What follows belongs to an exercise in optimizing a design on an open flow for small area and few clock cycles per item; a production flow would make more cautious choices.
Only simulation tests tie the RTL to the original design; equivalence was not proved.
Power is estimated from default activity; no workload was simulated.

==> run.sh <==
#!/bin/bash
# synth_recipe.tcl (not shown) runs the flow's synth.tcl, then flattens the netlist and writes it again
# the make line also repeats each setting of config.mk as NAME=value (left out here)
make -C /OpenROAD-flow-scripts/flow DESIGN_CONFIG=/design/flow/config.mk WORK_HOME=/design/flow/orfs CLKGATE_MAP_FILE= SYNTH_SCRIPT=/design/flow/synth_recipe.tcl finish
==> config.mk <==
export PLATFORM = sky130hd
export DESIGN_NAME = sorted_priority_queue_core
export DESIGN_NICKNAME = sorted_priority_queue_core
export VERILOG_FILES = /design/flow/design.v
export SDC_FILE = /design/flow/constraint.sdc
export NUM_CORES = 4
export LEC_CHECK = 0
export CAP_MARGIN = 20
export CORE_MARGIN = 2
export CORE_UTILIZATION = 40
export SLEW_MARGIN = 20
==> constraint.sdc <==
create_clock -name core_clock -period 5.5 [get_ports {clock}]
set_input_delay 1.1000 -clock core_clock [delete_from_list [all_inputs] [get_ports {clock}]]
set_output_delay 1.1000 -clock core_clock [all_outputs]
set_load 0.01 [all_outputs]
==> design.v <==
`default_nettype none
package spq_pkg;
   localparam int DEPTH   = 16;
   localparam int KEY_W   = 32;
   localparam int PAY_W   = 32;
   localparam int IDX_W   = $clog2(DEPTH);
   localparam int CNT_W   = $clog2(DEPTH + 1);
   localparam int OP_W    = 3;
   localparam int STAT_W  = 2;
   typedef enum logic [OP_W-1:0] {
      OP_INSERT    = 3'd0,
      OP_POP_FRONT = 3'd1,
      OP_POP_BACK  = 3'd2,
      OP_REMOVE    = 3'd3,
      OP_FIND      = 3'd4
   } op_type;
   typedef enum logic [STAT_W-1:0] {
      ST_OK    = 2'd0,
      ST_EMPTY = 2'd1,
      ST_FULL  = 2'd2,
      ST_RANGE = 2'd3
   } status_type;
   typedef struct packed {
      logic             ins_en;
      logic             del_en;
      logic [IDX_W-1:0] del_pos;
   } cell_ctrl_type;
   typedef struct packed {
      logic after;
      logic equal;
   } cell_flag_type;
endpackage
`default_nettype wire
`default_nettype none
module spq_cell (
   input  wire logic                        clock,
   input  wire logic                        sel_hold,
   input  wire logic                        sel_left,
   input  wire logic                        sel_right,
   input  wire logic                        sel_new,
   input  wire logic [spq_pkg::KEY_W-1:0]   new_key,
   input  wire logic [spq_pkg::PAY_W-1:0]   new_payload,
   input  wire logic [spq_pkg::KEY_W-1:0]   left_key,
   input  wire logic [spq_pkg::PAY_W-1:0]   left_payload,
   input  wire logic [spq_pkg::KEY_W-1:0]   right_key,
   input  wire logic [spq_pkg::PAY_W-1:0]   right_payload,
   output logic                             new_gt,     
   output logic                             new_eq,     
   output logic [spq_pkg::KEY_W-1:0]        key_q,
   output logic [spq_pkg::PAY_W-1:0]        payload_q
);
   localparam int W = spq_pkg::KEY_W;
   logic [W-1:0] key_ff;
   logic [spq_pkg::PAY_W-1:0] payload_ff;
   logic [W-1:0]   g0, e0;
   logic [W/2-1:0] g1, e1;
   logic [W/4-1:0] g2, e2;
   logic [W/8-1:0] g3, e3;
   logic [1:0]     g4, e4;
   always_comb begin
      g0 = new_key & ~key_ff;
      e0 = ~(new_key ^ key_ff);
      for (int i = 0; i < W/2; i++) begin
         g1[i] = g0[2*i+1] | (e0[2*i+1] & g0[2*i]);
         e1[i] = e0[2*i+1] & e0[2*i];
      end
      for (int i = 0; i < W/4; i++) begin
         g2[i] = g1[2*i+1] | (e1[2*i+1] & g1[2*i]);
         e2[i] = e1[2*i+1] & e1[2*i];
      end
      for (int i = 0; i < W/8; i++) begin
         g3[i] = g2[2*i+1] | (e2[2*i+1] & g2[2*i]);
         e3[i] = e2[2*i+1] & e2[2*i];
      end
      for (int i = 0; i < 2; i++) begin
         g4[i] = g3[2*i+1] | (e3[2*i+1] & g3[2*i]);
         e4[i] = e3[2*i+1] & e3[2*i];
      end
      new_gt = g4[1] | (e4[1] & g4[0]);
      new_eq = e4[1] & e4[0];
   end
   always_ff @(posedge clock) begin
      key_ff     <= ({W{sel_hold}}  & key_ff)   | ({W{sel_left}} & left_key) |
                    ({W{sel_right}} & right_key) | ({W{sel_new}}  & new_key);
      payload_ff <= ({spq_pkg::PAY_W{sel_hold}}  & payload_ff)    |
                    ({spq_pkg::PAY_W{sel_left}}  & left_payload)  |
                    ({spq_pkg::PAY_W{sel_right}} & right_payload) |
                    ({spq_pkg::PAY_W{sel_new}}   & new_payload);
   end
   assign key_q     = key_ff;
   assign payload_q = payload_ff;
endmodule
`default_nettype wire
`default_nettype none
module sorted_priority_queue_core (
   input  wire logic                         clock,
   input  wire logic                         reset,
   input  wire logic                         csr_wr_en,
   input  wire logic                         csr_wr_data,
   input  wire logic                         req_valid,
   output logic                              req_ready,
   input  wire logic [spq_pkg::OP_W-1:0]     req_operation,
   input  wire logic [spq_pkg::KEY_W-1:0]    req_key,
   input  wire logic [spq_pkg::PAY_W-1:0]    req_payload,
   input  wire logic [spq_pkg::IDX_W-1:0]    req_position,
   input  wire logic [spq_pkg::CNT_W-1:0]    req_range_end,
   output logic                              rsp_valid,
   input  wire logic                         rsp_ready,
   output logic [spq_pkg::STAT_W-1:0]        rsp_status,
   output logic [spq_pkg::CNT_W-1:0]         rsp_index_out,
   output logic                              rsp_found,
   output logic [spq_pkg::CNT_W-1:0]         rsp_count,
   output logic                              rsp_is_empty,
   output logic [spq_pkg::KEY_W-1:0]         rsp_front_key,
   output logic [spq_pkg::PAY_W-1:0]         rsp_front_payload
);
   localparam int DEPTH = spq_pkg::DEPTH;
   localparam int CW    = spq_pkg::CNT_W;
   logic                           sort_desc_ff;
   logic [CW-1:0]                  occupancy_ff;
   logic [CW-1:0]                  occupancy_in;
   logic                           rsp_valid_ff;
   logic [spq_pkg::STAT_W-1:0]     status_ff;
   logic [spq_pkg::STAT_W-1:0]     status_in;
   logic [CW-1:0]                  index_ff;
   logic [CW-1:0]                  index_in;
   logic                           found_ff;
   logic                           found_in;
   logic [spq_pkg::KEY_W-1:0]      key_q     [DEPTH];
   logic [spq_pkg::PAY_W-1:0]      payload_q [DEPTH];
   logic [DEPTH-1:0]               gt_vec, eq_vec;
   logic [DEPTH-1:0]               occ_vec;      
   logic [DEPTH-1:0]               after_vec;    
   logic [DEPTH-1:0]               pos_ge;       
   logic [DEPTH-1:0]               end_gt;       
   logic [DEPTH-1:0]               hit_vec;
   logic [DEPTH-1:0]               del_ge;       
   logic                           accept;
   logic                           is_empty;
   logic                           is_full;
   logic                           do_ins;       
   logic                           do_del;       
   logic                           do_clear;     
   logic [CW-1:0]                  ins_idx;
   logic [CW-1:0]                  find_idx;
   logic                           find_hit;
   logic                           find_bad;
   assign accept    = req_valid && req_ready;
   assign req_ready = !rsp_valid_ff || rsp_ready;
   assign is_empty  = (occupancy_ff == '0);
   assign is_full   = occupancy_ff[CW-1];
   always_comb begin
      for (int i = 0; i < DEPTH; i++) begin
         occ_vec[i] = (CW'(i) < occupancy_ff);
         pos_ge[i]  = (spq_pkg::IDX_W'(i) >= req_position);
         end_gt[i]  = (CW'(i) < req_range_end);
         del_ge[i]  = pos_ge[i] | (req_operation == spq_pkg::OP_POP_FRONT);
         after_vec[i] = occ_vec[i] &
                        (sort_desc_ff ? !(gt_vec[i] | eq_vec[i]) : gt_vec[i]);
      end
   end
   always_comb begin
      ins_idx = '0;
      for (int i = 0; i < DEPTH; i++) ins_idx = ins_idx + CW'(after_vec[i]);
   end
   assign hit_vec = eq_vec & pos_ge & end_gt;
   always_comb begin
      find_idx = req_range_end;
      find_hit = 1'b0;
      for (int i = DEPTH - 1; i >= 0; i--) begin
         if (hit_vec[i]) begin
            find_idx = CW'(i);
            find_hit = 1'b1;
         end
      end
   end
   assign find_bad = ({1'b0, req_position} > req_range_end) ||
                     (req_range_end > occupancy_ff);
   always_comb begin
      do_ins       = 1'b0;
      do_del       = 1'b0;
      do_clear     = 1'b0;
      occupancy_in = occupancy_ff;
      status_in    = spq_pkg::ST_OK;
      index_in     = '0;
      found_in     = 1'b0;
      case (req_operation)
         spq_pkg::OP_INSERT: begin
            if (is_full) begin
               status_in = spq_pkg::ST_FULL;
            end else begin
               do_ins       = 1'b1;
               occupancy_in = occupancy_ff + CW'(1);
               index_in     = ins_idx;
            end
         end
         spq_pkg::OP_POP_FRONT: begin
            if (is_empty) begin
               status_in = spq_pkg::ST_EMPTY;
            end else begin
               do_del       = 1'b1;
               do_clear     = (occupancy_ff == CW'(1));
               occupancy_in = occupancy_ff - CW'(1);
            end
         end
         spq_pkg::OP_POP_BACK: begin
            if (is_empty) begin
               status_in = spq_pkg::ST_EMPTY;
            end else begin
               do_clear     = (occupancy_ff == CW'(1));
               occupancy_in = occupancy_ff - CW'(1);
            end
         end
         spq_pkg::OP_REMOVE: begin
            if (is_empty) begin
               status_in = spq_pkg::ST_EMPTY;
            end else if ({1'b0, req_position} >= occupancy_ff) begin
               status_in = spq_pkg::ST_RANGE;
            end else begin
               do_del       = 1'b1;
               do_clear     = (occupancy_ff == CW'(1));
               occupancy_in = occupancy_ff - CW'(1);
               index_in     = {1'b0, req_position};
            end
         end
         spq_pkg::OP_FIND: begin
            if (find_bad) begin
               status_in = spq_pkg::ST_RANGE;
               index_in  = req_range_end;
            end else begin
               index_in = find_idx;
               found_in = find_hit;
            end
         end
         default: begin
         end
      endcase
   end
   for (genvar g = 0; g < DEPTH; g++) begin : g_cell
      logic s_hold, s_left, s_right, s_new;
      logic [spq_pkg::KEY_W-1:0] lk, rk;
      logic [spq_pkg::PAY_W-1:0] lp, rp;
      if (g == 0) begin : g_head
         assign s_new   = accept & do_ins & !after_vec[0];
         assign s_left  = 1'b0;
         assign s_right = accept & do_del & del_ge[0] & !do_clear;
         assign s_hold  = !(accept & (do_clear | (do_ins & !after_vec[0]) | (do_del & del_ge[0]))) & !reset;
         assign lk = '0;
         assign lp = '0;
      end else begin : g_body
         assign s_new   = accept & do_ins & after_vec[g-1] & !after_vec[g];
         assign s_left  = accept & do_ins & !after_vec[g-1];
         if (g == DEPTH - 1) begin : g_tail
            assign s_right = 1'b0;
         end else begin : g_inner
            assign s_right = accept & do_del & del_ge[g];
         end
         assign s_hold  = !(s_new | s_left | s_right);
         assign lk = key_q[g-1];
         assign lp = payload_q[g-1];
      end
      if (g == DEPTH - 1) begin : g_rlast
         assign rk = '0;
         assign rp = '0;
      end else begin : g_rnext
         assign rk = key_q[g+1];
         assign rp = payload_q[g+1];
      end
      spq_cell u_cell (
         .clock         (clock),
         .sel_hold      (s_hold),
         .sel_left      (s_left),
         .sel_right     (s_right),
         .sel_new       (s_new),
         .new_key       (req_key),
         .new_payload   (req_payload),
         .left_key      (lk),
         .left_payload  (lp),
         .right_key     (rk),
         .right_payload (rp),
         .new_gt        (gt_vec[g]),
         .new_eq        (eq_vec[g]),
         .key_q         (key_q[g]),
         .payload_q     (payload_q[g])
      );
   end
   always_ff @(posedge clock) begin
      if (reset) begin
         sort_desc_ff <= 1'b0;
         occupancy_ff <= '0;
         rsp_valid_ff <= 1'b0;
      end else begin
         if (csr_wr_en) begin
            sort_desc_ff <= csr_wr_data;
         end
         if (accept) begin
            occupancy_ff <= occupancy_in;
         end
         if (accept) begin
            rsp_valid_ff <= 1'b1;
         end else if (rsp_ready) begin
            rsp_valid_ff <= 1'b0;
         end
      end
   end
   always_ff @(posedge clock) begin
      if (accept) begin
         status_ff <= status_in;
         index_ff  <= index_in;
         found_ff  <= found_in;
      end
   end
   assign rsp_valid         = rsp_valid_ff;
   assign rsp_status        = status_ff;
   assign rsp_index_out     = index_ff;
   assign rsp_found         = found_ff;
   assign rsp_count         = occupancy_ff;
   assign rsp_is_empty      = is_empty;
   assign rsp_front_key     = key_q[0];
   assign rsp_front_payload = payload_q[0];
endmodule
`default_nettype wire
==> results of run 1 <==
[per-layer routing]
metal	global-route usage, %	wire length, um	part of all wire [%]	up-vias
met5	0	31	0.012	-
met4	15.1	12400	4.8	6
met3	7.28	25400	9.9	667
met2	52.4	114000	44	3196
met1	44.6	106000	41	28700
li1	-	-	-	25000
[worst max path at each step]
stage                     cells after the start               endpoint  slack, ns
after global placement                       21  index_ff[2]$_DFFE_PP_      -1.74
after floorplan                              19  index_ff[2]$_DFFE_PP_      -0.30
after detailed placement                     21  index_ff[2]$_DFFE_PP_      -1.80
after CTS                                    21  index_ff[1]$_DFFE_PP_      -0.27
after global routing                         22  index_ff[2]$_DFFE_PP_      -0.44
final                                        22  index_ff[2]$_DFFE_PP_      -0.30
[kinds of logic (layout without fill, tap and decap cells)]
kind of cell,count (synthesis),in the layout,share of synthesized area [%]
flops,1039,1039,36.1
simple gates,643,643,5.84
compound gates,2523,2523,36.6
buf+inv,1189,1932,8.32
other cells,0,3,0
mux,70,70,1.21
xor+xnor,4,4,0.0606
fa+ha+maj,543,543,11.9
[state kept, by name, summed over array words and instances, names as in the netlist]
name / count
status_ff: 2
sort_desc_ff: 1
g_cell.u_cell.payload_ff: 512
g_cell.u_cell.key_ff: 512
occupancy_ff: 5
found_ff: 1
index_ff: 5
rsp_valid_ff: 1
[power by group]
part	internal (mW)	switching (mW)	leakage, nW
clock	4.69	3.56	1.98
combinational	2.49	2.78	18.9
sequential	8.59	0.935	8.44
total	15.8	7.27	29.4
[critical path: cells and delay by family]
| kind | cells | cell delay [ns] |
|---|---|---|
| xor+xnor | 1 | 0.17 |
| buf+inv | 7 | 1.00 |
| fa+ha+maj | 7 | 2.79 |
| simple gates | 2 | 0.17 |
| compound gates | 5 | 1.11 |
[stage by stage]
stage	setup TNS (ns)	instance area, um^2	total power [mW]	hold slack (ns)	std cells
CTS	-0.624	72900	22.9	0.460	8647
global route	-1.52	73500	24.0	0.482	8657
detailed placement	-32.36	67700	14.5	0.446	8360
floorplan	-0.908	58100	12.1	0.426	6011
finish	-0.796	73500	23.0	0.455	8660
global placement	-31.46	67700	14.4	0.435	8360
[area by class of cell]
class                   count  area, um^2
clock inverters            47         553
diodes                      3        7.51
multi-input cells        3783       33900
inverters                 622        2330
repair buffers           1088        9960
clock buffers             175        3490
flip-flops and latches   1039       20900
well taps                1903        2380
fillers                 13100       69900
[synth_stat cells (all sizes together) (4+ instances only)]
| cell | number | area share (%) |
|---|---|---|
| o21a | 22 | 0.29 |
| nand4 | 122 | 1.3 |
| or3 | 8 | 0.087 |
| o211ai | 11 | 0.14 |
| a221o | 775 | 13 |
| a2111oi | 6 | 0.091 |
| nor2 | 101 | 0.66 |
| and4 | 9 | 0.14 |
| inv | 621 | 4.0 |
| o2111ai | 4 | 0.061 |
| a211oi | 34 | 0.45 |
| fa | 10 | 0.35 |
| mux2i | 69 | 1.2 |
| a221oi | 10 | 0.15 |
| edfxtp | 8 | 0.42 |
| or4 | 5 | 0.078 |
| dfxtp | 1031 | 36 |
| nor2b | 9 | 0.097 |
| a2111o | 4 | 0.078 |
| nor3 | 51 | 0.65 |
| o21ai | 285 | 2.5 |
| a21oi | 217 | 1.9 |
| a31oi | 17 | 0.21 |
| buf | 243 | 2.2 |
| clkbuf | 324 | 2.1 |
| nand2b | 11 | 0.12 |
| a21o | 105 | 1.4 |
| o31ai | 4 | 0.061 |
| nand2 | 190 | 1.2 |
| nand3 | 71 | 0.62 |
| a211o | 5 | 0.076 |
| nor4 | 22 | 0.29 |
| a22o | 832 | 13 |
| a222oi | 131 | 2.3 |
| and3 | 17 | 0.19 |
| or2 | 5 | 0.054 |
| a21boi | 13 | 0.17 |
| ha | 533 | 12 |
| o221ai | 9 | 0.14 |
| and2 | 15 | 0.17 |
| o311a | 4 | 0.069 |
[timing repair]
action / CTS / global route
pin swaps: 65 / 68
setup endpoints to repair: 5 / 6
gates resized for setup: 231 / 132
gates cloned: 3 / 1
setup buffers: 64 / 20
==> impl_metrics.yaml, run 1 <==
status:
  status: "finished with violations"
  failed_checks: "setup timing"
setup_path:
  worstPathRequired_ns: 6.04
  path_class: "in -> reg"
  r2r_setup_slack_ns: -0.26
  worstReg2RegEnd: "index_ff[2]$_DFFE_PP_"
  cp-end-kind: "flip-flop"
  arrival_ns: 6.34
  cp_slowest_cell: "fa_1"
  startpoint: "req_key[22]"
  cp-start-kind: "input pin"
  cp_common_cell: "fa_1"
  r2r_start: "g_cell[0].u_cell.key_ff[24]$_DFF_P_"
  worstRegToRegCells: 20
  crit_path_max_fanout: 8
  worstPathCellList: "dlygate4sd2_1 > buf_12 > buf_4 > ha_4 > nand4_1 > buf_4 > nor3_2 > a22oi_1 > o211ai_1 > buf_4 > o311a_4 > fa_1 > inv_2 > fa_1 > fa_1 > fa_1 > inv_2 > ha_4 > fa_2 > xor2_2 > a222oi_1 > o31ai_1"
  slowest_delay_ns: 0.54
final_layout:
  mostFrequentLayoutCells: "dfxtp_1, a22o_1, buf_4, a221o_1, inv_1"
  final_util_pct: 51.3
  final_layout_size_suffix_gt1_share_pct: 20.8
  final_nets: 7277
  area_growth_pct: 27.2
  final_common_cell: "dfxtp_1"
sta:
  slew_headroom_pct: 19.4
  setup_viol: 5
  fin_skew_ns: 0.0613
  fin_ws_ns: -0.301
  finalHoldViolCount: 0
  rsz0062_at_grt: "true"
  fmax_mhz: 172
  timing.final.crit_share_pct: 105
  drv_slew: 0
  min_period_ns: 5.80
  tightest_slew_ns: 1.21
min_path:
  worstHoldStart: "g_cell[15].u_cell.payload_ff[10]$_DFF_P_"
  whs_endpoint: "g_cell[15].u_cell.payload_ff[10]$_DFF_P_"
  whs_path_depth: 2
  min_path_type: "reg -> reg"
die:
  start_util_pct: 40.3
  die_area_um2: 148000
  num_rows: 139
  fp.dieH_um: 384
  io_pins: 162
  die_x_um: 384
  core_area_um2: 143000
synthesis:
  ys_ff_latch: 1039
  ys_warn_count: 4
  yosysUniqueCellTypes: 92
  syn_area_um2: 57800
  synth-edff-count: 8
  synth_cells: 6011
  ys_seq_area_share_pct: 36.1
  async_reset_ff_share_pct: 0
  syn_area_per_cell_um2: 9.62
  ys.flop_type: "dfxtp_1"
clocking:
  clock_sinks: 1039
  cts_hold_buf: 0
  clkTransAtPathRegs_ns: 0.07
  htreeDepth: 3
  numCtsBuffers: 118
  tritoncts: "built"
  cts.root.buffer_cell: "clkbuf_16"
  cts_max_path_buffers: 3
  clkLatencyLatePin_ns: 0.80
detailed_routing:
  drtAntennaViolNets: 0
  routed_wl_mm: 257
  vias_per_cell: 6.65
  wl_per_cell_um: 29.7
  drc: 0
  dr.pass1.iters: 9
  vias: 57600
  drtIter0Drc: 7157
grt:
  grt_pass1_vias: 55300
  antenna_found_initial: 6
  grt_max_degree: 65
  grt_overflow: 0
  grt_pass1_wl_mm: 375
  grt_util_all_layers_pct: 33.7
placement:
  dp_hpwl_mm: 181
  place_congestion: 1.02
  dpl_worst_slack_ns: -1.80
  io_buffers: 161
power_and_ir_drop:
  cellPowerDensity_nw_per_um2: 313
  leakage_nw: 29.4
  ir_drop_uv: 265
job:
  max-cap-violations: 0
Testbench counts, summed over its fixed seeds: cycles 12,008, items 12,000.
==> run 2, diff against run 1 <==
--- a/design.v
+++ b/design.v
@@ -33,24 +33,39 @@
 `default_nettype wire
 `default_nettype none
-module spq_cell (
-   input  wire logic                        clock,
-   input  wire logic                        sel_hold,
-   input  wire logic                        sel_left,
-   input  wire logic                        sel_right,
-   input  wire logic                        sel_new,
-   input  wire logic [spq_pkg::KEY_W-1:0]   new_key,
-   input  wire logic [spq_pkg::PAY_W-1:0]   new_payload,
-   input  wire logic [spq_pkg::KEY_W-1:0]   left_key,
-   input  wire logic [spq_pkg::PAY_W-1:0]   left_payload,
-   input  wire logic [spq_pkg::KEY_W-1:0]   right_key,
-   input  wire logic [spq_pkg::PAY_W-1:0]   right_payload,
-   output logic                             new_gt,     
-   output logic                             new_eq,     
-   output logic [spq_pkg::KEY_W-1:0]        key_q,
-   output logic [spq_pkg::PAY_W-1:0]        payload_q
+module spq_aoi222 (
+   input  wire logic a1, a2, b1, b2, c1, c2,
+   output logic      y
+);
+   assign y = ~((a1 & a2) | (b1 & b2) | (c1 & c2));
+endmodule
+module spq_bit (
+   input  wire logic clock,
+   input  wire logic sel_hold,
+   input  wire logic sel_left,
+   input  wire logic sel_right,
+   input  wire logic sel_new_n,
+   input  wire logic lq,
+   input  wire logic rq,
+   input  wire logic nd_n,
+   output logic      q
+);
+   logic x;
+   spq_aoi222 u_aoi (
+      .a1 (sel_hold),  .a2 (q),
+      .b1 (sel_left),  .b2 (lq),
+      .c1 (sel_right), .c2 (rq),
+      .y  (x)
+   );
+   always_ff @(posedge clock) begin
+      q <= ~(x & (sel_new_n | nd_n));
+   end
+endmodule
+module spq_cmp (
+   input  wire logic [spq_pkg::KEY_W-1:0] new_key,
+   input  wire logic [spq_pkg::KEY_W-1:0] key_n,
+   output logic                           new_gt,
+   output logic                           new_eq
 );
    localparam int W = spq_pkg::KEY_W;
-   logic [W-1:0] key_ff;
-   logic [spq_pkg::PAY_W-1:0] payload_ff;
    logic [W-1:0]   g0, e0;
    logic [W/2-1:0] g1, e1;
@@ -59,6 +74,6 @@
    logic [1:0]     g4, e4;
    always_comb begin
-      g0 = new_key & ~key_ff;
-      e0 = ~(new_key ^ key_ff);
+      g0 = new_key & key_n;
+      e0 = new_key ^ key_n;
       for (int i = 0; i < W/2; i++) begin
          g1[i] = g0[2*i+1] | (e0[2*i+1] & g0[2*i]);
@@ -80,14 +95,54 @@
       new_eq = e4[1] & e4[0];
    end
-   always_ff @(posedge clock) begin
-      key_ff     <= ({W{sel_hold}}  & key_ff)   | ({W{sel_left}} & left_key) |
-                    ({W{sel_right}} & right_key) | ({W{sel_new}}  & new_key);
-      payload_ff <= ({spq_pkg::PAY_W{sel_hold}}  & payload_ff)    |
-                    ({spq_pkg::PAY_W{sel_left}}  & left_payload)  |
-                    ({spq_pkg::PAY_W{sel_right}} & right_payload) |
-                    ({spq_pkg::PAY_W{sel_new}}   & new_payload);
+endmodule
+module spq_cell (
+   input  wire logic                        clock,
+   input  wire logic                        sel_hold,
+   input  wire logic                        sel_left,
+   input  wire logic                        sel_right,
+   input  wire logic                        sel_new_n,
+   input  wire logic [spq_pkg::KEY_W-1:0]   new_key,        
+   input  wire logic [spq_pkg::PAY_W-1:0]   new_payload_n,  
+   input  wire logic [spq_pkg::KEY_W-1:0]   left_key_n,
+   input  wire logic [spq_pkg::PAY_W-1:0]   left_payload,
+   input  wire logic [spq_pkg::KEY_W-1:0]   right_key_n,
+   input  wire logic [spq_pkg::PAY_W-1:0]   right_payload,
+   output logic                             new_gt,     
+   output logic                             new_eq,     
+   output logic [spq_pkg::KEY_W-1:0]        key_nq,
+   output logic [spq_pkg::PAY_W-1:0]        payload_q
+);
+   for (genvar b = 0; b < spq_pkg::KEY_W; b++) begin : g_key
+      spq_bit u_bit (
+         .clock     (clock),
+         .sel_hold  (sel_hold),
+         .sel_left  (sel_left),
+         .sel_right (sel_right),
+         .sel_new_n (sel_new_n),
+         .lq        (left_key_n[b]),
+         .rq        (right_key_n[b]),
+         .nd_n      (new_key[b]),
+         .q         (key_nq[b])
+      );
    end
-   assign key_q     = key_ff;
-   assign payload_q = payload_ff;
+   for (genvar b = 0; b < spq_pkg::PAY_W; b++) begin : g_pay
+      spq_bit u_bit (
+         .clock     (clock),
+         .sel_hold  (sel_hold),
+         .sel_left  (sel_left),
+         .sel_right (sel_right),
+         .sel_new_n (sel_new_n),
+         .lq        (left_payload[b]),
+         .rq        (right_payload[b]),
+         .nd_n      (new_payload_n[b]),
+         .q         (payload_q[b])
+      );
+   end
+   spq_cmp u_cmp (
+      .new_key (new_key),
+      .key_n   (key_nq),
+      .new_gt  (new_gt),
+      .new_eq  (new_eq)
+   );
 endmodule
 `default_nettype wire
@@ -127,5 +182,6 @@
    logic                           found_ff;
    logic                           found_in;
-   logic [spq_pkg::KEY_W-1:0]      key_q     [DEPTH];
+   logic [spq_pkg::KEY_W-1:0]      key_nq    [DEPTH];    
+   logic [spq_pkg::PAY_W-1:0]      req_payload_n;
    logic [spq_pkg::PAY_W-1:0]      payload_q [DEPTH];
    logic [DEPTH-1:0]               gt_vec, eq_vec;
@@ -147,4 +203,5 @@
    logic                           find_bad;
    assign accept    = req_valid && req_ready;
+   assign req_payload_n = ~req_payload;
    assign req_ready = !rsp_valid_ff || rsp_ready;
    assign is_empty  = (occupancy_ff == '0);
@@ -162,5 +219,10 @@
    always_comb begin
       ins_idx = '0;
-      for (int i = 0; i < DEPTH; i++) ins_idx = ins_idx + CW'(after_vec[i]);
+      ins_idx[4] = after_vec[15];
+      for (int b = 0; b < 4; b++) begin
+         for (int i = (1 << b) - 1; i < DEPTH; i += (2 << b)) begin
+            ins_idx[b] = ins_idx[b] | (after_vec[i] & ((i + (1 << b) >= DEPTH) ? 1'b1 : !after_vec[i + (1 << b)]));
+         end
+      end
    end
    assign hit_vec = eq_vec & pos_ge & end_gt;
@@ -239,4 +301,5 @@
    for (genvar g = 0; g < DEPTH; g++) begin : g_cell
       logic s_hold, s_left, s_right, s_new;
+      logic s_new_n;
       logic [spq_pkg::KEY_W-1:0] lk, rk;
       logic [spq_pkg::PAY_W-1:0] lp, rp;
@@ -246,5 +309,5 @@
          assign s_right = accept & do_del & del_ge[0] & !do_clear;
          assign s_hold  = !(accept & (do_clear | (do_ins & !after_vec[0]) | (do_del & del_ge[0]))) & !reset;
-         assign lk = '0;
+         assign lk = '1;
          assign lp = '0;
       end else begin : g_body
@@ -257,14 +320,15 @@
          end
          assign s_hold  = !(s_new | s_left | s_right);
-         assign lk = key_q[g-1];
+         assign lk = key_nq[g-1];
          assign lp = payload_q[g-1];
       end
       if (g == DEPTH - 1) begin : g_rlast
-         assign rk = '0;
+         assign rk = '1;
          assign rp = '0;
       end else begin : g_rnext
-         assign rk = key_q[g+1];
+         assign rk = key_nq[g+1];
          assign rp = payload_q[g+1];
       end
+      assign s_new_n = !s_new;
       spq_cell u_cell (
          .clock         (clock),
@@ -272,14 +336,14 @@
          .sel_left      (s_left),
          .sel_right     (s_right),
-         .sel_new       (s_new),
+         .sel_new_n     (s_new_n),
          .new_key       (req_key),
-         .new_payload   (req_payload),
-         .left_key      (lk),
+         .new_payload_n (req_payload_n),
+         .left_key_n    (lk),
          .left_payload  (lp),
-         .right_key     (rk),
+         .right_key_n   (rk),
          .right_payload (rp),
          .new_gt        (gt_vec[g]),
          .new_eq        (eq_vec[g]),
-         .key_q         (key_q[g]),
+         .key_nq        (key_nq[g]),
          .payload_q     (payload_q[g])
       );
@@ -317,5 +381,5 @@
    assign rsp_count         = occupancy_ff;
    assign rsp_is_empty      = is_empty;
-   assign rsp_front_key     = key_q[0];
+   assign rsp_front_key     = ~key_nq[0] & {spq_pkg::KEY_W{!is_empty}};
    assign rsp_front_payload = payload_q[0];
 endmodule
--- a/config.mk
+++ b/config.mk
@@ -10,2 +10,4 @@
 export CORE_UTILIZATION = 40
 export SLEW_MARGIN = 20
+export SYNTH_HIERARCHICAL = 1
+export SYNTH_MINIMUM_KEEP_SIZE = 0
==> run 2 against run 1 <==
The run now finishes clean; sequential cell count did not move; critical path depth fell by 6; maximum frequency rose by 15%; total power fell by 12%; synthesized area fell by 14%; combinational power fell by 39%; sequential power fell by 4.1%; register-to-register slack improved by 1.5 ns; final area fell by 16%; global-route usage fell by 3.9 points; largest cell class unchanged.
==> impl_metrics.yaml, run 2 <==
status:
  status: "finished clean"
setup_path:
  r2r_setup_slack_ns: 1.24
  path_class: "in -> reg"
  worstPathRequired_ns: 6.15
  arrival_ns: 5.68
  cp-start-kind: "input pin"
  crit_path_max_fanout: 21
  cp-end-kind: "flip-flop"
power_and_ir_drop:
  cellPowerDensity_nw_per_um2: 326
  ir_drop_uv: 257
  leakage_nw: 24.4
clocking:
  cts_resized: 0
  post_cts_buffers: 0
  clock_sinks: 1039
  cts.root.buffer_cell: "clkbuf_16"
  clkTransAtPathRegs_ns: 0.06
  clkLatencyLatePin_ns: 0.73
  cts_max_path_buffers: 3
  tritoncts: "built"
  cts_hold_buf: 0
  htreeDepth: 3
  numCtsBuffers: 113
sta:
  slew_headroom_pct: 22.4
  timing.final.crit_share_pct: 91.4
  fin_hold_ws_ns: 0.503
  drv_slew: 0
  rsz0062_at_grt: "false"
  tightest_slew_ns: 1.16
  finalHoldViolCount: 0
  fmax_mhz: 199
  min_period_ns: 5.03
  setup_viol: 0
  fin_skew_ns: 0.0542
  fin_tns_setup_ns: 0
detailed_routing:
  vias_per_cell: 6.88
  routed_wl_mm: 198
  dr.pass1.iters: 14
  vias: 50100
  drtIter0Drc: 9762
  drtAntennaViolNets: 0
  drc: 0
  wl_per_cell_um: 27.1
synthesis:
  syn_area_um2: 49700
  synth_cells: 4796
  syn_area_per_cell_um2: 10.4
  ys_warn_count: 11
die:
  core_area_um2: 123000
  io_pins: 162
  fp.dieH_um: 356
  die_x_um: 356
  num_rows: 129
  die_area_um2: 127000
  start_util_pct: 40.2
final_layout:
  final_layout_size_suffix_gt1_share_pct: 9.42
  final_common_cell: "dfxtp_1"
  mostFrequentLayoutCells: "dfxtp_1, o21ai_1, a222oi_1, ha_1, conb_1"
  area_growth_pct: 24.7
  final_util_pct: 50.2
  stdcell_area_um2: 62000
  reg_top3: "g_cell.u_cell.g_key.u_bit.q (512), g_cell.u_cell.g_pay.u_bit.q (512)"
  final_nets: 6170
grt:
  grt_pass1_vias: 47100
  grt_max_degree: 66
  antenna_found_initial: 5
  grt_util_all_layers_pct: 29.8
  grt_pass1_wl_mm: 296
  grt_overflow: 0
min_path:
  min_path_type: "reg -> reg"
placement:
  dpl_cell_area_um2: 58200
  dp_hpwl_mm: 131
  place_congestion: 0.954
  io_buffers: 161
job:
  max-cap-violations: 0
[run 2: final timing paths]
kind                                                     from                                          end  depth (start not counted)
setup / recovery                                  req_key[25]   g_cell[2].u_cell.g_pay[17].u_bit.q$_DFF_P_                         16
hold / removal    g_cell[15].u_cell.g_pay[21].u_bit.q$_DFF_P_  g_cell[14].u_cell.g_pay[21].u_bit.q$_DFF_P_                          2
setup reg to reg   g_cell[1].u_cell.g_key[25].u_bit.q$_DFF_P_   g_cell[2].u_cell.g_pay[17].u_bit.q$_DFF_P_                         14
hold reg to reg   g_cell[15].u_cell.g_pay[21].u_bit.q$_DFF_P_  g_cell[14].u_cell.g_pay[21].u_bit.q$_DFF_P_                          2
[run 2: power by group]
part / internal (mW) / leakage (nW) / switching, mW / total, mW
logic: 1.58 / 14.1 / 1.66 / 3.24
clock network: 4.53 / 1.85 / 3.28 / 7.81
registers: 8.32 / 8.46 / 0.818 / 9.14
total: 14.4 / 24.4 / 5.75 / 20.2
[run 2: area by class of cell]
cell class                 instances  area, um^2
timing repair buffer             431        5140
sequential                      1039       20900
clock buffer                     173        3370
tap                             1637        2050
inverter                          51         191
antenna                            1        2.50
clock inverter                    30         398
fill                           11300       61500
multi-input combinational       3924       29900
[run 2: layer usage]
| layer | wire, um | global-route usage [%] |
|---|---|---|
| met1 | 82100 | 40.3 |
| met2 | 87900 | 47.5 |
| met3 | 22100 | 6.16 |
| met4 | 5390 | 9.39 |
| met5 | 20 | 0 |
[run 2: through the flow]
stage | power [mW] | std cells | setup WS (ns)
after CTS | 20.2 | 7285 | 0.600
after global routing | 21.0 | 7285 | 0.360
after global placement | 12.3 | 7082 | -0.0880
after detailed placement | 12.4 | 7082 | -0.123
final | 20.2 | 7286 | 0.472
after floorplan | 11.0 | 5050 | -1.75
[run 2: worst max-delay path, stage by stage]
cell and delay (ns):
clkdlybuf4s50_1 0.55, buf_12 0.20, ha_1 0.27, a21o_1 0.16, a221o_1 0.34, a221oi_1 0.28, o21ai_0 0.23, a21o_1 0.22
or3b_1 0.37, a22oi_1 0.55, buf_4 0.23, nor2_4 0.06, a211oi_4 0.57, buf_12 0.26, a222oi_1 0.12, o21ai_1 0.11
Testbench counts of run 2, summed over its fixed seeds: cycles 12,008, items 12,000.
==> run 3, diff against run 2 <==
--- a/design.v
+++ b/design.v
@@ -39,4 +39,17 @@
    assign y = ~((a1 & a2) | (b1 & b2) | (c1 & c2));
 endmodule
+module spq_bit3 (
+   input  wire logic clock,
+   input  wire logic sel_hold,
+   input  wire logic sel_nbr,
+   input  wire logic sel_new_n,
+   input  wire logic nq,
+   input  wire logic nd_n,
+   output logic      q
+);
+   always_ff @(posedge clock) begin
+      q <= (sel_hold & q) | (sel_nbr & nq) | ~(sel_new_n | nd_n);
+   end
+endmodule
 module spq_bit (
    input  wire logic clock,
@@ -96,5 +109,7 @@
    end
 endmodule
-module spq_cell (
+module spq_cell #(
+   parameter int EDGE = 0
+) (
    input  wire logic                        clock,
    input  wire logic                        sel_hold,
@@ -113,29 +128,60 @@
    output logic [spq_pkg::PAY_W-1:0]        payload_q
 );
-   for (genvar b = 0; b < spq_pkg::KEY_W; b++) begin : g_key
-      spq_bit u_bit (
-         .clock     (clock),
-         .sel_hold  (sel_hold),
-         .sel_left  (sel_left),
-         .sel_right (sel_right),
-         .sel_new_n (sel_new_n),
-         .lq        (left_key_n[b]),
-         .rq        (right_key_n[b]),
-         .nd_n      (new_key[b]),
-         .q         (key_nq[b])
-      );
-   end
-   for (genvar b = 0; b < spq_pkg::PAY_W; b++) begin : g_pay
-      spq_bit u_bit (
-         .clock     (clock),
-         .sel_hold  (sel_hold),
-         .sel_left  (sel_left),
-         .sel_right (sel_right),
-         .sel_new_n (sel_new_n),
-         .lq        (left_payload[b]),
-         .rq        (right_payload[b]),
-         .nd_n      (new_payload_n[b]),
-         .q         (payload_q[b])
-      );
+   if (EDGE == 0) begin : g_inner
+      for (genvar b = 0; b < spq_pkg::KEY_W; b++) begin : g_key
+         spq_bit u_bit (
+            .clock     (clock),
+            .sel_hold  (sel_hold),
+            .sel_left  (sel_left),
+            .sel_right (sel_right),
+            .sel_new_n (sel_new_n),
+            .lq        (left_key_n[b]),
+            .rq        (right_key_n[b]),
+            .nd_n      (new_key[b]),
+            .q         (key_nq[b])
+         );
+      end
+      for (genvar b = 0; b < spq_pkg::PAY_W; b++) begin : g_pay
+         spq_bit u_bit (
+            .clock     (clock),
+            .sel_hold  (sel_hold),
+            .sel_left  (sel_left),
+            .sel_right (sel_right),
+            .sel_new_n (sel_new_n),
+            .lq        (left_payload[b]),
+            .rq        (right_payload[b]),
+            .nd_n      (new_payload_n[b]),
+            .q         (payload_q[b])
+         );
+      end
+   end else begin : g_end
+      logic                      sel_nbr;
+      logic [spq_pkg::KEY_W-1:0] nbr_key_n;
+      logic [spq_pkg::PAY_W-1:0] nbr_payload;
+      assign sel_nbr     = (EDGE == 1) ? sel_right     : sel_left;
+      assign nbr_key_n   = (EDGE == 1) ? right_key_n   : left_key_n;
+      assign nbr_payload = (EDGE == 1) ? right_payload : left_payload;
+      for (genvar b = 0; b < spq_pkg::KEY_W; b++) begin : g_key
+         spq_bit3 u_bit (
+            .clock     (clock),
+            .sel_hold  (sel_hold),
+            .sel_nbr   (sel_nbr),
+            .sel_new_n (sel_new_n),
+            .nq        (nbr_key_n[b]),
+            .nd_n      (new_key[b]),
+            .q         (key_nq[b])
+         );
+      end
+      for (genvar b = 0; b < spq_pkg::PAY_W; b++) begin : g_pay
+         spq_bit3 u_bit (
+            .clock     (clock),
+            .sel_hold  (sel_hold),
+            .sel_nbr   (sel_nbr),
+            .sel_new_n (sel_new_n),
+            .nq        (nbr_payload[b]),
+            .nd_n      (new_payload_n[b]),
+            .q         (payload_q[b])
+         );
+      end
    end
    spq_cmp u_cmp (
@@ -331,5 +377,7 @@
       end
       assign s_new_n = !s_new;
-      spq_cell u_cell (
+      spq_cell #(
+         .EDGE ((g == 0) ? 1 : ((g == DEPTH - 1) ? 2 : 0))
+      ) u_cell (
          .clock         (clock),
          .sel_hold      (s_hold),
==> flow/run.sh (new file) <==
#!/bin/bash
# The standard layout, with a small plain buffer (instead of the library's
# default pick, a delay buffer) on every input and output port.
set -uo pipefail
export BUFFER_PORTS_ARGS="-buffer_cell sky130_fd_sc_hd__buf_2"
bash standard.sh > standard.log 2>&1
==> standard.sh (new file) <==
#!/bin/bash
# synth_recipe.tcl (not shown) runs the flow's synth.tcl, then flattens the netlist and writes it again
# the make line also repeats each setting of config.mk as NAME=value (left out here)
make -C /OpenROAD-flow-scripts/flow DESIGN_CONFIG=/design/flow/config.mk WORK_HOME=/design/flow/orfs CLKGATE_MAP_FILE= SYNTH_SCRIPT=/design/flow/synth_recipe.tcl "${@:-finish}"
--- a/config.mk
+++ b/config.mk
@@ -9,4 +9,6 @@
 export CORE_MARGIN = 2
 export CORE_UTILIZATION = 40
+export CTS_CLUSTER_DIAMETER = 100
+export CTS_CLUSTER_SIZE = 24
 export SLEW_MARGIN = 20
 export SYNTH_HIERARCHICAL = 1
removed: run.sh
==> run 3 against run 2 <==
Utilization is 4.6 points lower; sequential power shrank about 10%; combinational power fell by 35%; critical endpoint is now g_cell[0].u_cell.g_end.g_pay[25].u_bit.q$_DFF_P_; largest cell class unchanged.
==> impl_metrics.yaml, run 3 <==
sta:
  setup_viol: 0
  rsz0062_at_grt: "false"
  min_period_ns: 4.64
  drv_slew: 0
  finalHoldViolCount: 0
  fin_ws_ns: 0.857
  fin_skew_ns: 0.0532
  slew_headroom_pct: 23.5
  timing.final.crit_share_pct: 84.4
  fin_tns_setup_ns: 0
  tightest_slew_ns: 1.15
  fmax_mhz: 215
detailed_routing:
  drtIter0Drc: 8697
  dr.pass1.iters: 14
  wl_met3_mm: 16.6
  routed_wl_mm: 180
  vias_per_cell: 7.03
  top_layer: "met4"
  dr_wl_met2_mm: 82.2
  drc: 0
  drtAntennaViolNets: 0
  wl_per_cell_um: 26.6
  wl_met1_mm: 75.7
  vias: 47500
power_and_ir_drop:
  ir_drop_uv: 242
  leakage_nw: 21.4
  cellPowerDensity_nw_per_um2: 266
placement:
  dpl_worst_slack_ns: 0.230
  io_buffers: 161
  dpl_cell_area_um2: 54100
  place_congestion: 0.905
  dp_hpwl_mm: 118
synthesis:
  synth_cells: 4762
  syn_area_um2: 49200
  syn_area_per_cell_um2: 10.3
  ys_warn_count: 12
setup_path:
  worstPathRequired_ns: 6.13
  arrival_ns: 5.27
  cp-start-kind: "input pin"
  crit_path_max_fanout: 35
  r2r_start: "g_cell[0].u_cell.g_end.g_key[25].u_bit.q$_DFF_P_"
  path_class: "in -> reg"
  startpoint: "req_key[19]"
  cp-end-kind: "flip-flop"
grt:
  grt_overflow: 0
  grt_pass1_wl_mm: 275
  grt_max_degree: 65
  grt_util_all_layers_pct: 27.2
  antenna_found_initial: 0
  grt_pass1_vias: 45300
die:
  die_x_um: 355
  fp.dieH_um: 355
  core_area_um2: 122000
  io_pins: 162
  die_area_um2: 126000
  start_util_pct: 40.4
  num_rows: 128
clocking:
  post_cts_buffers: 0
  htreeDepth: 2
  clkLatencyLatePin_ns: 0.72
  tritoncts: "built"
  clock_sinks: 1039
  numCtsBuffers: 50
  clkTransAtPathRegs_ns: 0.10
  cts_resized: 0
  cts_hold_buf: 0
  cts.root.buffer_cell: "clkbuf_16"
  cts_max_path_buffers: 3
status:
  status: "finished clean"
final_layout:
  reg_top3: "g_cell.u_cell.g_inner.g_key.u_bit.q (448), g_cell.u_cell.g_inner.g_pay.u_bit.q (448)"
  mostFrequentLayoutCells: "dfxtp_1, o21ai_1, a222oi_1, ha_1, a21oi_1"
  final_common_cell: "dfxtp_1"
  final_layout_size_suffix_gt1_share_pct: 9.39
  stdcell_area_um2: 55600
  final_nets: 5724
  area_growth_pct: 13.0
min_path:
  worstHoldStart: "g_cell[15].u_cell.g_end.g_pay[20].u_bit.q$_DFF_P_"
  min_path_type: "reg -> reg"
job:
  max-cap-violations: 0
-- run 3: metal layers --
metal	track usage (%)	vias up
li1	-	21600
met1	36.1	23300
met2	45.0	2258
met3	4.77	274
met4	8.61	0
met5	0	-
-- run 3: final cells by class --
cell class | instances | area [um^2]
clock buffer | 54 | 1310
timing repair buffer | 331 | 2530
inverter | 51 | 191
antenna | 1 | 2.50
fill | 11600 | 66300
multi-input combinational | 3641 | 28500
tap | 1625 | 2030
clock inverter | 8 | 173
sequential | 1039 | 20900
-- run 3: worst paths after layout --
check                                                      endpoint  cells after the start  slack (ns)
hold reg to reg   g_cell[15].u_cell.g_end.g_pay[20].u_bit.q$_DFF_P_                      2        0.51
hold / removal    g_cell[15].u_cell.g_end.g_pay[20].u_bit.q$_DFF_P_                      2        0.51
setup / recovery   g_cell[0].u_cell.g_end.g_pay[25].u_bit.q$_DFF_P_                     16        0.86
setup reg to reg   g_cell[0].u_cell.g_end.g_pay[25].u_bit.q$_DFF_P_                     13        1.19
-- run 3: power by group --
group	total [mW]	switching (mW)	internal [mW]
Sequential	8.23	0.357	7.88
Clock	4.47	2.60	1.87
Combinational	2.09	1.29	0.799
-- run 3: through the flow --
stage | utilization [%] | std cells | hold WS (ns) | total power, mW
final | 45.6 | 6750 | 0.509 | 14.8
after global routing | 45.6 | 6749 | 0.533 | 15.4
after CTS | 45.6 | 6749 | 0.512 | 14.8
after detailed placement | 44.4 | 6687 | 0.490 | 10.5
after global placement | 44.4 | 6687 | 0.478 | 10.4
after floorplan | - | 4762 | 0.468 | 9.49
-- run 3: worst max-delay path, stage by stage --
cell and delay [ns]:
buf_2 0.22, buf_12 0.23, ha_1 0.27, a21oi_1 0.12
o21ai_0 0.12, a221oi_1 0.48, buf_4 0.20, o21ai_0 0.17
a21o_1 0.30, or3b_4 0.39, a22oi_2 0.35, nor2_4 0.12
a2111oi_4 0.60, buf_12 0.27, a22oi_1 0.14, o21ai_1 0.11
Testbench counts of run 3, summed over its fixed seeds: cycles 12,008, items 12,000.
==> run 4, diff against run 3 <==
==> flow/run.sh (replaced) <==
#!/bin/bash
# The standard layout, with a small plain buffer (instead of the library's
# default pick, a delay buffer) on every input and output port, and with
# ORFS's power recovery after global routing, which downsizes cells on paths
# with positive slack.
set -uo pipefail
export BUFFER_PORTS_ARGS="-buffer_cell sky130_fd_sc_hd__buf_2"
export RECOVER_POWER=100
bash standard.sh > standard.log 2>&1
==> run 4 against run 3 <==
Still clean; setup slack got worse by 0.37 ns; clock skew decreased by 0.0017 ns; via count increased by 0.30%; final area fell by 0.39%; sequential cell count unchanged; combinational power down 3%; clock power hardly changed.
==> impl_metrics.yaml, run 4 <==
status:
  status: "finished clean"
setup_path:
  cp-start-kind: "input pin"
  cp_slowest_cell: "clkbuf_1"
  worstPathRequired_ns: 6.13
  crit_family: "compound AO/OA/AOI/OAI gates"
  arrival_ns: 5.64
  cp_common_cell: "a22oi_1"
  path_class: "in -> reg"
  slowest_delay_ns: 0.77
  crit_path_max_fanout: 35
  crit_buf_inv: 2
  worstPathCellList: "clkbuf_1 > ha_1 > nand4_1 > nor4_1 > a221o_1 > a211o_1 > a21o_1 > or3b_4 > a22oi_1 > nor2_4 > a2111oi_4 > buf_12 > a22oi_1 > o21ai_0"
  cp-end-kind: "flip-flop"
detailed_routing:
  drtIter0Drc: 8668
  drtAntennaViolNets: 0
  wl_per_cell_um: 26.6
  dr.pass1.iters: 13
  drc: 0
  vias_per_cell: 7.05
  routed_wl_mm: 180
  vias: 47600
clocking:
  numCtsBuffers: 50
  clock_sinks: 1039
  cts_resized: 0
  clkLatencyLatePin_ns: 0.71
  cts_max_path_buffers: 3
  htreeDepth: 2
  clkTransAtPathRegs_ns: 0.10
  cts.root.buffer_cell: "clkbuf_16"
  cts_hold_buf: 0
  post_cts_buffers: 0
  tritoncts: "built"
die:
  core_area_um2: 122000
  num_rows: 128
  fp.dieH_um: 355
  start_util_pct: 40.4
  die_area_um2: 126000
  io_pins: 162
  die_x_um: 355
sta:
  fin_ws_ns: 0.489
  min_period_ns: 5.01
  timing.final.crit_share_pct: 91.1
  drv_slew: 0
  slew_headroom_pct: 7.66
  rsz0062_at_grt: "false"
  fin_skew_ns: 0.0515
  fmax_mhz: 200
  setup_viol: 0
  tightest_slew_ns: 1.39
  finalHoldViolCount: 0
grt:
  grt_overflow: 0
  grt_pass1_vias: 45300
  grt_max_degree: 65
  antenna_found_initial: 0
  grt_util_all_layers_pct: 27.2
  grt_pass1_wl_mm: 275
min_path:
  min_path_type: "reg -> reg"
final_layout:
  mostFrequentLayoutCells: "o21ai_0, dfxtp_1, a222oi_1, ha_1, a21oi_1"
  final_layout_size_suffix_gt1_share_pct: 7.44
  final_util_pct: 45.4
  final_common_cell: "o21ai_0"
  reg_top3: "g_cell.u_cell.g_inner.g_key.u_bit.q (448), g_cell.u_cell.g_inner.g_pay.u_bit.q (448)"
  final_nets: 5724
  area_growth_pct: 12.5
placement:
  place_congestion: 0.905
  dp_hpwl_mm: 118
  dpl_worst_slack_ns: 0.230
  io_buffers: 161
power_and_ir_drop:
  total_power_mw: 14.7
  leakage_nw: 21.1
  cellPowerDensity_nw_per_um2: 266
  ir_drop_uv: 240
job:
  max-cap-violations: 0
synthesis:
  ys_warn_count: 12
  syn_area_um2: 49200
  syn_area_per_cell_um2: 10.3
  synth_cells: 4762
run 4: changes by cell type in the layout (fill, tap and decap cells not counted), sizes merged:
cell	change
clkbuf	+86
buf	-86
run 4: worst register-to-register path, delay by kind of cell, from the launching register on:
kind	cells	cell delay, ns
AND/OR/NAND/NOR	4	1.24
flip-flops	1	0.42
AO/OA/AOI/OAI	4	1.20
buffers and inverters	3	1.59
run 4: stage by stage:
stage | cells | TNS (ns) | hold WS [ns] | cell area (um^2)
after detailed placement | 6687 | 0 | 0.490 | 54100
after global routing | 6749 | 0 | 0.530 | 55400
final | 6750 | 0 | 0.504 | 55400
after global placement | 6687 | 0 | 0.478 | 54100
after CTS | 6749 | 0 | 0.512 | 55600
after floorplan | 4762 | -1375.14 | 0.468 | 49400
run 4: path summary, 6_finish.rpt:
path	start	end	slack, ns	cells after the start
worst max-delay path	req_key[14]	g_cell[0].u_cell.g_end.g_pay[25].u_bit.q$_DFF_P_	0.49	14
worst min-delay path	g_cell[15].u_cell.g_end.g_pay[26].u_bit.q$_DFF_P_	g_cell[15].u_cell.g_end.g_pay[26].u_bit.q$_DFF_P_	0.50	2
worst max register to register	occupancy_ff[4]$_SDFFE_PP0P_	g_cell[13].u_cell.g_inner.g_pay[6].u_bit.q$_DFF_P_	0.92	11
worst min register to register	g_cell[15].u_cell.g_end.g_pay[26].u_bit.q$_DFF_P_	g_cell[15].u_cell.g_end.g_pay[26].u_bit.q$_DFF_P_	0.50	2
run 4: layout make-up:
| cell class | instances | area, um^2 |
|---|---|---|
| repair buffers | 331 | 2400 |
| clock buffers | 54 | 1310 |
| flip-flops and latches | 1039 | 20900 |
| clock inverters | 8 | 173 |
| diodes | 1 | 2.50 |
| multi-input cells | 3641 | 28400 |
| inverters | 51 | 191 |
| fillers | 11700 | 66500 |
| well taps | 1625 | 2030 |
run 4: power by group:
| group | total (mW) | switching, mW | internal [mW] |
|---|---|---|---|
| logic | 2.02 | 1.27 | 0.753 |
| clock network | 4.47 | 2.60 | 1.87 |
| registers | 8.24 | 0.358 | 7.88 |
run 4: layer usage:
layer	global-route usage (%)	part of all wire [%]	vias up
li1	-	-	21600
met1	36.1	42	23500
met2	45.0	46	2196
met3	4.77	9.2	279
met4	8.61	2.8	0
met5	0	0	-
==> run 5, diff against run 4 <==
--- a/config.mk
+++ b/config.mk
@@ -8,7 +8,8 @@
 export CAP_MARGIN = 20
 export CORE_MARGIN = 2
-export CORE_UTILIZATION = 40
+export CORE_UTILIZATION = 55
 export CTS_CLUSTER_DIAMETER = 100
 export CTS_CLUSTER_SIZE = 24
+export PLACE_DENSITY = 0.7
 export SLEW_MARGIN = 20
 export SYNTH_HIERARCHICAL = 1
==> run 5 against run 4 <==
Synthesized area unchanged; final area fell by 1.3%; cell count is 6.8% lower; setup slack better by 0.0094 ns; via count increased by 1.2%; non-clock buffer count unchanged; first-iteration DRC count grew 0.22%; total power down 1.7%; utilization increased by 16 points; clock power shrank 4.9%; sequential cell count unchanged; highest routed layer is now met5.
==> impl_metrics.yaml, run 5 <==
sta:
  tightest_slew_ns: 1.31
  finalHoldViolCount: 0
  timing.final.crit_share_pct: 90.9
  setup_viol: 0
  rsz0062_at_grt: "false"
  fin_hold_ws_ns: 0.502
  fin_tns_setup_ns: 0
  fmax_mhz: 200
  min_period_ns: 5.00
  slew_headroom_pct: 12.8
  fin_skew_ns: 0.0551
  drv_slew: 0
grt:
  grt_pass1_wl_mm: 263
  antenna_found_initial: 2
  grt_max_degree: 66
  grt_overflow: 0
  grt_pass1_vias: 45100
  grt_util_all_layers_pct: 35.7
power_and_ir_drop:
  p_comb_share_pct: 13.8
  leakage_nw: 21.1
  switchingPower_mw: 4.15
  total_power_mw: 14.5
  cell_internal_pwr_mw: 10.3
  swShare_pct: 28.7
  cellPowerDensity_nw_per_um2: 265
  clockPowerShare_pct: 29.4
  ir_drop_uv: 254
  seq_power_share_pct: 56.8
detailed_routing:
  drtAntennaViolNets: 0
  drtIter0Drc: 8687
  wl_per_cell_um: 27.2
  vias_per_cell: 7.66
  vias: 48200
  drc: 0
  dr.pass1.iters: 13
  routed_wl_mm: 171
clocking:
  post_cts_buffers: 0
  clkLatencyLatePin_ns: 0.68
  clock_sinks: 1039
  cts_hold_buf: 0
  cts_resized: 0
  clkTransAtPathRegs_ns: 0.10
  cts_max_path_buffers: 3
  htreeDepth: 2
  numCtsBuffers: 50
  cts.root.buffer_cell: "clkbuf_16"
  tritoncts: "built"
setup_path:
  crit_path_max_fanout: 38
  worstRegToRegCells: 11
  path_class: "in -> reg"
  cp_common_cell: "o21ai_0"
  r2r_setup_slack_ns: 0.57
  cp.depth: 14
  crit_buf_inv: 4
  cp-end-kind: "flip-flop"
  slowest_delay_ns: 0.62
  cp_slowest_cell: "clkbuf_2"
  cp-start-kind: "input pin"
  arrival_ns: 5.56
  worstReg2RegEnd: "g_cell[6].u_cell.g_inner.g_pay[7].u_bit.q$_DFF_P_"
  endpoint: "g_cell[0].u_cell.g_end.g_key[13].u_bit.q$_DFF_P_"
  worstPathRequired_ns: 6.06
  startpoint: "req_key[27]"
  crit_family: "compound AO/OA/AOI/OAI gates"
  r2r_start: "occupancy_ff[2]$_SDFFE_PP0P_"
  worstPathCellList: "buf_2 > ha_1 > and2_0 > a221o_1 > a221oi_1 > o21ai_0 > a21o_1 > or3b_2 > a22oi_2 > nor2_4 > clkbuf_2 > inv_2 > buf_12 > o21ai_0"
final_layout:
  seqCellArea_um2: 20900
  reg_top3: "g_cell.u_cell.g_inner.g_key.u_bit.q (448), g_cell.u_cell.g_inner.g_pay.u_bit.q (448)"
  mostFrequentLayoutCells: "dfxtp_1, o21ai_0, a222oi_1, ha_1, a21oi_1"
  multi_input_area_um2: 28400
  final_layout_size_suffix_gt1_share_pct: 7.28
  final_common_cell: "dfxtp_1"
  fillers: 7537
  final_nets: 5724
  stdcell_area_um2: 54700
  area_growth_pct: 11.1
synthesis:
  syn_area_um2: 49200
  synth_cells: 4762
  ys_warn_count: 12
  syn_area_per_cell_um2: 10.3
status:
  status: "finished clean"
die:
  io_pins: 162
  core_area_um2: 88500
  num_rows: 109
  die_area_um2: 91900
  start_util_pct: 55.6
  die_x_um: 303
  fp.dieH_um: 303
placement:
  io_buffers: 161
  place_congestion: 0.933
  dp_hpwl_mm: 111
  dpl_cell_area_um2: 53500
job:
  max-cap-violations: 0
min_path:
  min_path_type: "reg -> reg"
==> run 5: cell count changes in the layout (fill, tap and decap cells not counted), moves of 2 or more <==
cell and delta:
bufinv_16 -3, buf_4 -5, o21ai_0 -16, clkbuf_4 +2
clkbuf_1 +4, o21ai_1 +16, clkbuf_8 -2
==> run 5: final cells by class <==
cell class,instances,share of cell area [%]
Sequential cell,1039,38.2
Clock buffer,53,2.35
Tap cell,1165,2.67
Multi-Input combinational cell,3641,51.9
Antenna cell,1,0.00458
Timing Repair Buffer,331,4.35
Clock inverter,7,0.190
Inverter,51,0.350
==> run 5: power by group through the flow <==
stage	clock network, mW	logic [mW]	registers [mW]
2_1_floorplan	0	1.21	8.28
3_3_place_gp	0	1.97	8.37
3_5_place_dp	0	2.03	8.38
4_1_cts	4.29	2.04	8.21
5_1_grt	4.53	2.19	8.27
6_report	4.25	2.00	8.22
==> run 5: worst min path at each step <==
stage / startpoint / slack, ns / depth (start not counted) / endpoint
floorplan: g_cell[15].u_cell.g_end.g_pay[28].u_bit.q$_DFF_P_ / 0.47 / 2 / g_cell[15].u_cell.g_end.g_pay[28].u_bit.q$_DFF_P_
detailed placement: g_cell[15].u_cell.g_end.g_pay[31].u_bit.q$_DFF_P_ / 0.49 / 2 / g_cell[15].u_cell.g_end.g_pay[31].u_bit.q$_DFF_P_
CTS: g_cell[15].u_cell.g_end.g_pay[30].u_bit.q$_DFF_P_ / 0.51 / 2 / g_cell[14].u_cell.g_inner.g_pay[30].u_bit.q$_DFF_P_
global placement: g_cell[15].u_cell.g_end.g_pay[31].u_bit.q$_DFF_P_ / 0.48 / 2 / g_cell[14].u_cell.g_inner.g_pay[31].u_bit.q$_DFF_P_
finish: g_cell[15].u_cell.g_end.g_pay[30].u_bit.q$_DFF_P_ / 0.50 / 2 / g_cell[14].u_cell.g_inner.g_pay[30].u_bit.q$_DFF_P_
global route: g_cell[15].u_cell.g_end.g_pay[27].u_bit.q$_DFF_P_ / 0.53 / 2 / g_cell[14].u_cell.g_inner.g_pay[27].u_bit.q$_DFF_P_
==> run 5: metrics by stage <==
stage | util (%) | worst slack, ns | std cells
after global routing | 61.8 | 0.391 | 6288
final | 61.8 | 0.499 | 6288
after detailed placement | 60.5 | 0.359 | 6227
after global placement | 60.5 | 0.406 | 6227
after floorplan | - | -1.49 | 4762
after CTS | 62.1 | 1.04 | 6287
==> run 5: worst min-delay path, stage by stage, from the launching register on <==
cell and delay (ns):
dfxtp_1 0.34, a222oi_1 0.07, o21ai_0 0.07
==> run 5: metal layers <==
| layer | part of all wire, % | track usage (%) |
|---|---|---|
| met5 | 0.071 | 0 |
| met2 | 45 | 57.9 |
| met1 | 40 | 46.5 |
| met3 | 10 | 6.09 |
| met4 | 4.5 | 16.3 |
==> run 6, diff against run 5 <==
==> run.sh (new file) <==
#!/bin/bash
# synth_recipe.tcl (not shown) runs the flow's synth.tcl, then flattens the netlist and writes it again
# the make line also repeats each setting of config.mk as NAME=value (left out here)
make -C /OpenROAD-flow-scripts/flow DESIGN_CONFIG=/design/flow/config.mk WORK_HOME=/design/flow/orfs CLKGATE_MAP_FILE= SYNTH_SCRIPT=/design/flow/synth_recipe.tcl finish
--- a/config.mk
+++ b/config.mk
@@ -6,11 +6,10 @@
 export NUM_CORES = 4
 export LEC_CHECK = 0
-export CAP_MARGIN = 20
+export CAP_MARGIN = 5
 export CORE_MARGIN = 2
-export CORE_UTILIZATION = 55
+export CORE_UTILIZATION = 40
 export CTS_CLUSTER_DIAMETER = 100
 export CTS_CLUSTER_SIZE = 24
-export PLACE_DENSITY = 0.7
-export SLEW_MARGIN = 20
+export SLEW_MARGIN = 5
 export SYNTH_HIERARCHICAL = 1
 export SYNTH_MINIMUM_KEEP_SIZE = 0
removed: flow/run.sh
removed: standard.sh
==> run 6 against run 5 <==
Still clean on timing, DRC and antenna; total power is 3.5% higher; critical path depth is 8 lower; global-route usage is 9.0 points lower; clock power is 6.6% higher; sequential cell count stayed put; routed wire length is 2.5% higher; clock skew is 0.0083 ns higher; setup slack better by 0.027 ns; register-to-register slack better by 0.81 ns; final area is 4.2% higher; cell count is 7.4% higher; critical path type is now reg -> out; highest routed layer is now met4.
==> impl_metrics.yaml, run 6 <==
status:
  status: "finished clean"
detailed_routing:
  routed_wl_mm: 175
  dr.pass1.iters: 13
  vias: 47200
  drtIter0Drc: 7997
  vias_per_cell: 6.99
  wl_per_cell_um: 26.0
  drtAntennaViolNets: 0
  drc: 0
clocking:
  clkTransAtPathRegs_ns: 0.09
  cts_resized: 0
  tritoncts: "built"
  cts.root.buffer_cell: "clkbuf_16"
  htreeDepth: 2
  post_cts_buffers: 0
  numCtsBuffers: 52
  clock_sinks: 1039
  clkLatencyLatePin_ns: 0.71
  cts_max_path_buffers: 3
  cts_hold_buf: 0
sta:
  rsz0062_at_grt: "false"
  drv_slew: 0
  fin_skew_ns: 0.0633
  slew_headroom_pct: 27.8
  fin_ws_ns: 0.525
  timing.final.crit_share_pct: 90.4
  setup_viol: 0
  finalHoldViolCount: 0
  tightest_slew_ns: 1.08
  min_period_ns: 4.97
  fmax_mhz: 201
synthesis:
  syn_area_per_cell_um2: 10.3
  syn_area_um2: 49200
  ys_warn_count: 12
  synth_cells: 4762
setup_path:
  startpoint: "occupancy_ff[1]$_SDFFE_PP0P_"
  crit_path_max_fanout: 34
  cp-start-kind: "flip-flop"
  r2r_start: "g_cell[0].u_cell.g_end.g_key[25].u_bit.q$_DFF_P_"
  cp-end-kind: "primary output"
  path_class: "reg -> out"
  arrival_ns: 3.87
  worstPathRequired_ns: 4.40
die:
  die_area_um2: 126000
  fp.dieH_um: 355
  die_x_um: 355
  io_pins: 162
  num_rows: 128
  start_util_pct: 40.4
  core_area_um2: 122000
job:
  max-cap-violations: 0
grt:
  grt_pass1_vias: 44900
  grt_max_degree: 65
  grt_util_all_layers_pct: 26.6
  grt_pass1_wl_mm: 271
  grt_overflow: 0
  antenna_found_initial: 5
min_path:
  min_path_type: "reg -> reg"
  worstHoldStart: "g_cell[15].u_cell.g_end.g_pay[31].u_bit.q$_DFF_P_"
final_layout:
  area_growth_pct: 15.8
  fillers: 11400
  final_util_pct: 46.7
  mostFrequentLayoutCells: "dfxtp_1, o21ai_1, a222oi_1, ha_1, a21oi_1"
  final_layout_size_suffix_gt1_share_pct: 6.35
  reg_top3: "g_cell.u_cell.g_inner.g_key.u_bit.q (448), g_cell.u_cell.g_inner.g_pay.u_bit.q (448)"
  final_common_cell: "dfxtp_1"
  final_nets: 5725
power_and_ir_drop:
  leakage_nw: 21.5
  cellPowerDensity_nw_per_um2: 263
  ir_drop_uv: 259
placement:
  place_congestion: 0.890
  dpl_worst_slack_ns: 0.129
  io_buffers: 161
  dp_hpwl_mm: 117
## run 6: through the flow
stage | hold WS [ns] | total power [mW] | setup TNS (ns) | instances | area [um^2]
after floorplan | 0.468 | 9.49 | -1375.14 | 4762 | 49400
after global placement | 0.479 | 10.5 | 0 | 6686 | 55400
after detailed placement | 0.491 | 10.6 | 0 | 6686 | 55400
after CTS | 0.508 | 15.1 | 0 | 6755 | 57000
after global routing | 0.532 | 15.6 | 0 | 6755 | 57000
final | 0.508 | 15.0 | 0 | 6756 | 57000
## run 6: final cells by class
| class | instances | area [um^2] | share of cell area [%] |
|---|---|---|---|
| Timing Repair Buffer | 330 | 3820 | 6.70 |
| Clock buffer | 58 | 1390 | 2.43 |
| Multi-Input combinational cell | 3641 | 28500 | 50.0 |
| Antenna cell | 1 | 2.50 | 0.00439 |
| Sequential cell | 1039 | 20900 | 36.6 |
| Inverter | 51 | 191 | 0.336 |
| Tap cell | 1625 | 2030 | 3.57 |
| Clock inverter | 11 | 181 | 0.318 |
## run 6: power by group
group / total, mW / switching [mW] / internal, mW
clock network: 4.53 / 2.64 / 1.89
registers: 8.24 / 0.358 / 7.88
logic: 2.22 / 1.29 / 0.930
## run 6: routing by layer
metal | track usage (%) | up-vias | wire length (um)
met5 | 0 | - | 0
met1 | 34.4 | 23100 | 73800
met3 | 4.54 | 317 | 14600
met2 | 44.6 | 2116 | 81300
li1 | - | 21700 | -
met4 | 9.69 | 0 | 5720
## run 6: worst paths after layout
kind	end	slack (ns)	cells past startpoint
max	rsp_front_key[26]	0.53	6
min	g_cell[15].u_cell.g_end.g_pay[31].u_bit.q$_DFF_P_	0.51	2
max reg2reg	g_cell[0].u_cell.g_end.g_pay[21].u_bit.q$_DFF_P_	1.38	13
min reg2reg	g_cell[15].u_cell.g_end.g_pay[31].u_bit.q$_DFF_P_	0.51	2
## run 6: critical path: stages (launching register included)
cell and delay [ns]:
dfxtp_1 0.78, inv_1 0.41, ha_1 0.35, and2_2 0.23
buf_4 0.26, nor2_1 0.48, clkdlybuf4s50_1 0.65

-- separate check: timing with driven ports --
Ports are ideal in the flow. The routed layouts listed here were re-timed in OpenROAD. Step 1 (the two cells are an assumption about what drives the block):
set clk [get_ports {clock}]
set_driving_cell -lib_cell sky130_fd_sc_hd__clkbuf_16 $clk
set_driving_cell -lib_cell sky130_fd_sc_hd__buf_2 [delete_from_list [all_inputs] $clk]
Step 2 also shifts input and output timing later by t, the mid clock arrival at the registers, as if the neighbouring blocks saw the same clock. a / b / c = ideal ports / drivers / drivers and shift; a / b = the first two.
run	t, ns	setup slack, ns	hold WS [ns]	worst setup path after step 2	worst data-port slew with drivers (ns)
run 1	0.857	-0.301 / -0.256 / -1.097	0.455 / 0.455 / 0.455	input to register	0.11
run 2	0.787	0.472 / 0.527 / -0.260	0.503 / 0.503 / 0.503	input to register	0.05
run 3	0.760	0.857 / 0.838 / 0.135	0.509 / 0.509 / 0.509	input to register	0.08
run 4	0.762	0.489 / 0.511 / -0.251	0.504 / 0.504 / 0.504	input to register	0.08
run 5	0.726	0.499 / 0.549 / -0.177	0.502 / 0.502 / 0.502	input to register	0.05
run 6	0.750	0.525 / 0.455 / 0.021	0.508 / 0.508 / 0.508	input to register	0.06
Met with ideal ports but missed after step 2: setup timing in run 2, run 4 and run 5. For run 1, which loses most, drivers alone change the setup slack by +0.045 ns; drivers and shift together by -0.796 ns.
